Background: an optimization exercise with open tools, aiming at small area, a short achievable clock period and few clock cycles. Do not read the settings as production practice. Function was checked by simulation only, so behaviour that the tests miss may differ from the original. Power figures rest on the tool's default switching activity, not on a simulated workload.

==> inputs of exp/onyx <==
Design segment_address_translator_top, start of the top module:
module segment_address_translator_top (
    input  logic                       clk,
    input  logic                       rst_n,
    input  logic                       cmd_valid,
    output logic                       cmd_ready,
    input  logic [1:0]                 cmd_opcode,
    input  logic [sat_pkg::ORD_W-1:0]  cmd_ordinal,
    input  logic [sat_pkg::ADDR_W-1:0] cmd_segment_base,
    input  logic [sat_pkg::ADDR_W-1:0] cmd_segment_size,
    input  logic [sat_pkg::HOST_W-1:0] cmd_mapped_base,
    input  logic [sat_pkg::ADDR_W-1:0] cmd_address,
    input  logic [sat_pkg::ADDR_W-1:0] cmd_offset,
    output logic                       res_valid,
    input  logic                       res_ready,
    output logic [1:0]                 res_status,
    output logic [sat_pkg::HOST_W-1:0] res_translated,
    output logic                       res_cache_hit,
    input  logic                       cfg_write,
    input  logic [sat_pkg::ADDR_W-1:0] cfg_data
);
export LEC_CHECK = 0
export CAP_MARGIN = 35
export CORE_MARGIN = 2
export CORE_UTILIZATION = 55
export CTS_CLUSTER_DIAMETER = 60
export CTS_CLUSTER_SIZE = 24
export PLACE_DENSITY = 0.65
export SLEW_MARGIN = 35
export SYNTH_HIERARCHICAL = 1
export SYNTH_MEMORY_MAX_BITS = 16384
create_clock -name core_clock -period 8.0 [get_ports {clk}]
standard.sh (not shown) runs the stock make flow with config.mk's settings and CLKGATE_MAP_FILE= SYNTH_SCRIPT=/design/flow/synth_recipe.tcl, a recipe that flattens the netlist after the stock synthesis.
==> flow/flow/run.sh <==
#!/bin/bash
# Layout flow: the standard layout (standard.sh), with these changes.
#  1. Synthesis maps logic with abc_speed.script (delay-driven ABC mapping with a
#     delay target) in place of ORFS's own abc_speed.script, and without the
#     full/half-adder cell extraction; everything else in synthesis, registers
#     included, is the standard synthesis.
#  2. Timing repair aims below the clock period (SETUP_SLACK_MARGIN) only after
#     placement (CTS and global route stages), not at floorplan, and may resize
#     cells to other footprints there; it works on the worst half of the
#     failing endpoints only (TNS_END_PERCENT), since only the worst slack counts.
# Each step's full output goes to a log file of its own in this folder.
set -euo pipefail
W=$(pwd)
rm -rf "$W/scripts"
cp -r "$FLOW_HOME/scripts" "$W/scripts"
cp "$W/flow/abc_speed.script" "$W/scripts/abc_speed.script"
export SCRIPTS_DIR="$W/scripts"

MARGIN=$(cat "$W/flow/setup_margin.txt")

bash standard.sh ADDER_MAP_FILE= synth > "$W/log_synth.txt" 2>&1
bash standard.sh floorplan > "$W/log_floorplan.txt" 2>&1
bash standard.sh place > "$W/log_place.txt" 2>&1
bash standard.sh SETUP_SLACK_MARGIN=$MARGIN TNS_END_PERCENT=50 MATCH_CELL_FOOTPRINT=0 cts > "$W/log_cts.txt" 2>&1
bash standard.sh SETUP_SLACK_MARGIN=$MARGIN TNS_END_PERCENT=50 MATCH_CELL_FOOTPRINT=0 route > "$W/log_route.txt" 2>&1
bash standard.sh finish > "$W/log_finish.txt" 2>&1
test -f "$W/out/final.def"
==> flow/flow/abc_speed.script <==
&get -n
&st
&synch2
&if -g -K 6
&synch2
&put
dch -f
map -D 1500
buffer -c
topo
upsize -D 1500
dnsize -D 1500
stime -c
==> flow/flow/setup_margin.txt <==
4.5
==> exp/delta (differences from exp/onyx) <==
==> flow/flow/abc_speed.script (replaced) <==
&get -n
&st
&synch2
&if -g -K 6
&synch2
&put
dch -f
map -D 1800
buffer -c
topo
upsize -D 1800
dnsize -D 1800
stime -c
==> exp/juniper (differences from exp/onyx) <==
--- a/flow/design.v
+++ b/flow/design.v
@@ -427,46 +427,29 @@
         begin
             d5   <= dsel;
             a5   <= a4;
             st5  <= st4;
             hit5 <= hit4;
         end
     end
     logic [32:0] lo5;
+    logic [66:0] res5;
     logic [63:0] lo5_64;
     assign lo5_64 = add64({32'd0, d5[31:0]}, {32'd0, a5}, 1'b0);
     assign lo5    = lo5_64[32:0];
-    logic        p6;
-    logic [31:0] lo6;
-    logic        c6;
-    logic [31:0] hi6;
-    logic [1:0]  st6;
-    logic        hit6;
-    always_ff @(posedge clk)
-    begin
-        if (adv)
-        begin
-            lo6  <= lo5[31:0];
-            c6   <= lo5[32];
-            hi6  <= d5[63:32];
-            st6  <= st5;
-            hit6 <= hit5;
-        end
-    end
-    logic [66:0] res6;
-    assign res6 = {st6, hit6, c6 ? inc32(hi6) : hi6, lo6};
+    assign res5 = {st5, hit5, lo5[32] ? inc32(d5[63:32]) : d5[63:32], lo5[31:0]};
     logic        r_v;
     logic        b_v;
     logic [66:0] r_d;
     logic [66:0] b_d;
     logic        take;
     logic        in_v;
     assign take = r_v && res_ready;
-    assign in_v = adv && p6;
+    assign in_v = adv && p5;
     logic       b_v_next;
     logic       r_v_next;
     logic       wv_next;
     logic       p1_next;
     logic       ld1_next;
     logic       pos1_0_next;
     logic       adv_next;
     always_comb
@@ -487,17 +470,16 @@
             adv            <= 1'b1;
             phase          <= '0;
             image_base_reg <= '0;
             p1             <= 1'b0;
             p2             <= 1'b0;
             p3             <= 1'b0;
             p4             <= 1'b0;
             p5             <= 1'b0;
-            p6             <= 1'b0;
             wv             <= 1'b0;
             r_v            <= 1'b0;
             b_v            <= 1'b0;
         end
         else
         begin
             adv   <= adv_next;
             phase <= phase + 5'd1;
@@ -507,32 +489,31 @@
             end
             p1  <= p1_next;
             if (adv)
             begin
                 p2 <= p1;
                 p3 <= p2;
                 p4 <= p3;
                 p5 <= p4;
-                p6 <= p5;
             end
             wv  <= wv_next;
             r_v <= r_v_next;
             b_v <= b_v_next;
         end
     end
     always_ff @(posedge clk)
     begin
         if (!r_v || take)
         begin
-            r_d <= b_v ? b_d : res6;
+            r_d <= b_v ? b_d : res5;
         end
         if (adv)
         begin
-            b_d <= res6;
+            b_d <= res5;
         end
     end
     logic nrdy_q;
     logic nrv_q;
     always_ff @(posedge clk or negedge rst_n)
     begin
         if (!rst_n)
         begin
==> flow/flow/abc_speed.script (replaced) <==
&get -n
&st
&synch2
&if -g -K 6
&synch2
&put
dch -f
map -D 1800
buffer -c
topo
upsize -D 1800
dnsize -D 1800
stime -c
==> run_summary.xml <==
<?xml version="1.0" encoding="UTF-8"?>
<metrics>
  <group name="status">
    <metric name="outcome" unit="">complete, no violations</metric>
  </group>
  <group name="power">
    <metric name="cellLeakagePower" unit="uW">0.162</metric>
    <metric name="vdd.ir_drop.worst" unit="mV">0.340</metric>
  </group>
  <group name="worst_setup_path">
    <metric name="critical_path_arrival" unit="ns">4.72</metric>
    <metric name="cpPeakStageDelay" unit="ns">0.84</metric>
    <metric name="path_delay_family" unit="">buffers and inverters</metric>
  </group>
  <group name="finish">
    <metric name="final_standard_cell_count_with_taps_included_and_fillers_excluded" unit="">47517</metric>
    <metric name="finish.instance_area" unit="um^2">400000</metric>
  </group>
  <group name="floorplan">
    <metric name="core" unit="um^2">640000</metric>
  </group>
</metrics>
[end of results for exp/onyx]
==> run_summary.xml <==
<?xml version="1.0" encoding="UTF-8"?>
<metrics>
  <group name="worst_setup_path">
    <metric name="cpPeakStageDelay" unit="ns">0.46</metric>
    <metric name="critical_path_arrival" unit="ns">4.98</metric>
    <metric name="path_delay_family" unit="">compound AO/OA/AOI/OAI gates</metric>
  </group>
  <group name="finish">
    <metric name="finish.instance_area" unit="um^2">405000</metric>
    <metric name="final_standard_cell_count_with_taps_included_and_fillers_excluded" unit="">46958</metric>
  </group>
  <group name="power">
    <metric name="vdd.ir_drop.worst" unit="mV">0.407</metric>
    <metric name="cellLeakagePower" unit="uW">0.163</metric>
  </group>
  <group name="floorplan">
    <metric name="core" unit="um^2">632000</metric>
  </group>
  <group name="status">
    <metric name="outcome" unit="">complete, no violations</metric>
  </group>
</metrics>
[end of results for exp/delta]
==> run_summary.xml <==
<?xml version="1.0" encoding="UTF-8"?>
<metrics>
  <group name="status">
    <metric name="outcome" unit="">complete, no violations</metric>
  </group>
  <group name="finish">
    <metric name="finish.instance_area" unit="um^2">405000</metric>
    <metric name="final_standard_cell_count_with_taps_included_and_fillers_excluded" unit="">46952</metric>
  </group>
  <group name="power">
    <metric name="vdd.ir_drop.worst" unit="mV">0.323</metric>
  </group>
  <group name="worst_setup_path">
    <metric name="path_delay_family" unit="">simple AND/OR/NAND/NOR gates</metric>
    <metric name="critical_path_arrival" unit="ns">4.94</metric>
    <metric name="cpPeakStageDelay" unit="ns">1.09</metric>
  </group>
  <group name="floorplan">
    <metric name="core" unit="um^2">631000</metric>
  </group>
</metrics>
[end of results for exp/juniper]
Testbench counts of exp/onyx, summed over its fixed seeds: cycles 4,907.
Testbench counts of exp/delta, summed over its fixed seeds: cycles 4,907.
Testbench counts of exp/juniper, summed over its fixed seeds: cycles 4,899.

==> what the ideal ports hide <==
The results above use ideal ports. As a check the final layouts listed here were re-extracted and re-timed, cells and wires unchanged. Step 1 assumes that a clkbuf_16 drives the clock port and a buf_2 every other input. Step 2 times the ports against the registers' clock, not the clock port: input delays grow and output delays shrink by t, the midpoint of the rising clock arrivals with the driver on. Slacks: ideal ports / drivers / drivers and shift; pairs: ideal ports / drivers.
run | t (ns) | setup WS [ns] | slew at the worst register clock pin (ns)
exp/onyx | 1.319 | 4.114 / 4.114 / 3.331 | 0.11 / 0.11
exp/delta | 1.304 | 4.095 / 4.095 / 3.304 | 0.10 / 0.10
exp/juniper | 1.323 | 4.012 / 4.012 / 3.311 | 0.10 / 0.10
After both steps setup and hold are still met in every run listed. For exp/delta, which loses most, drivers alone change the setup slack by 0.000 ns; drivers and shift together by -0.791 ns.
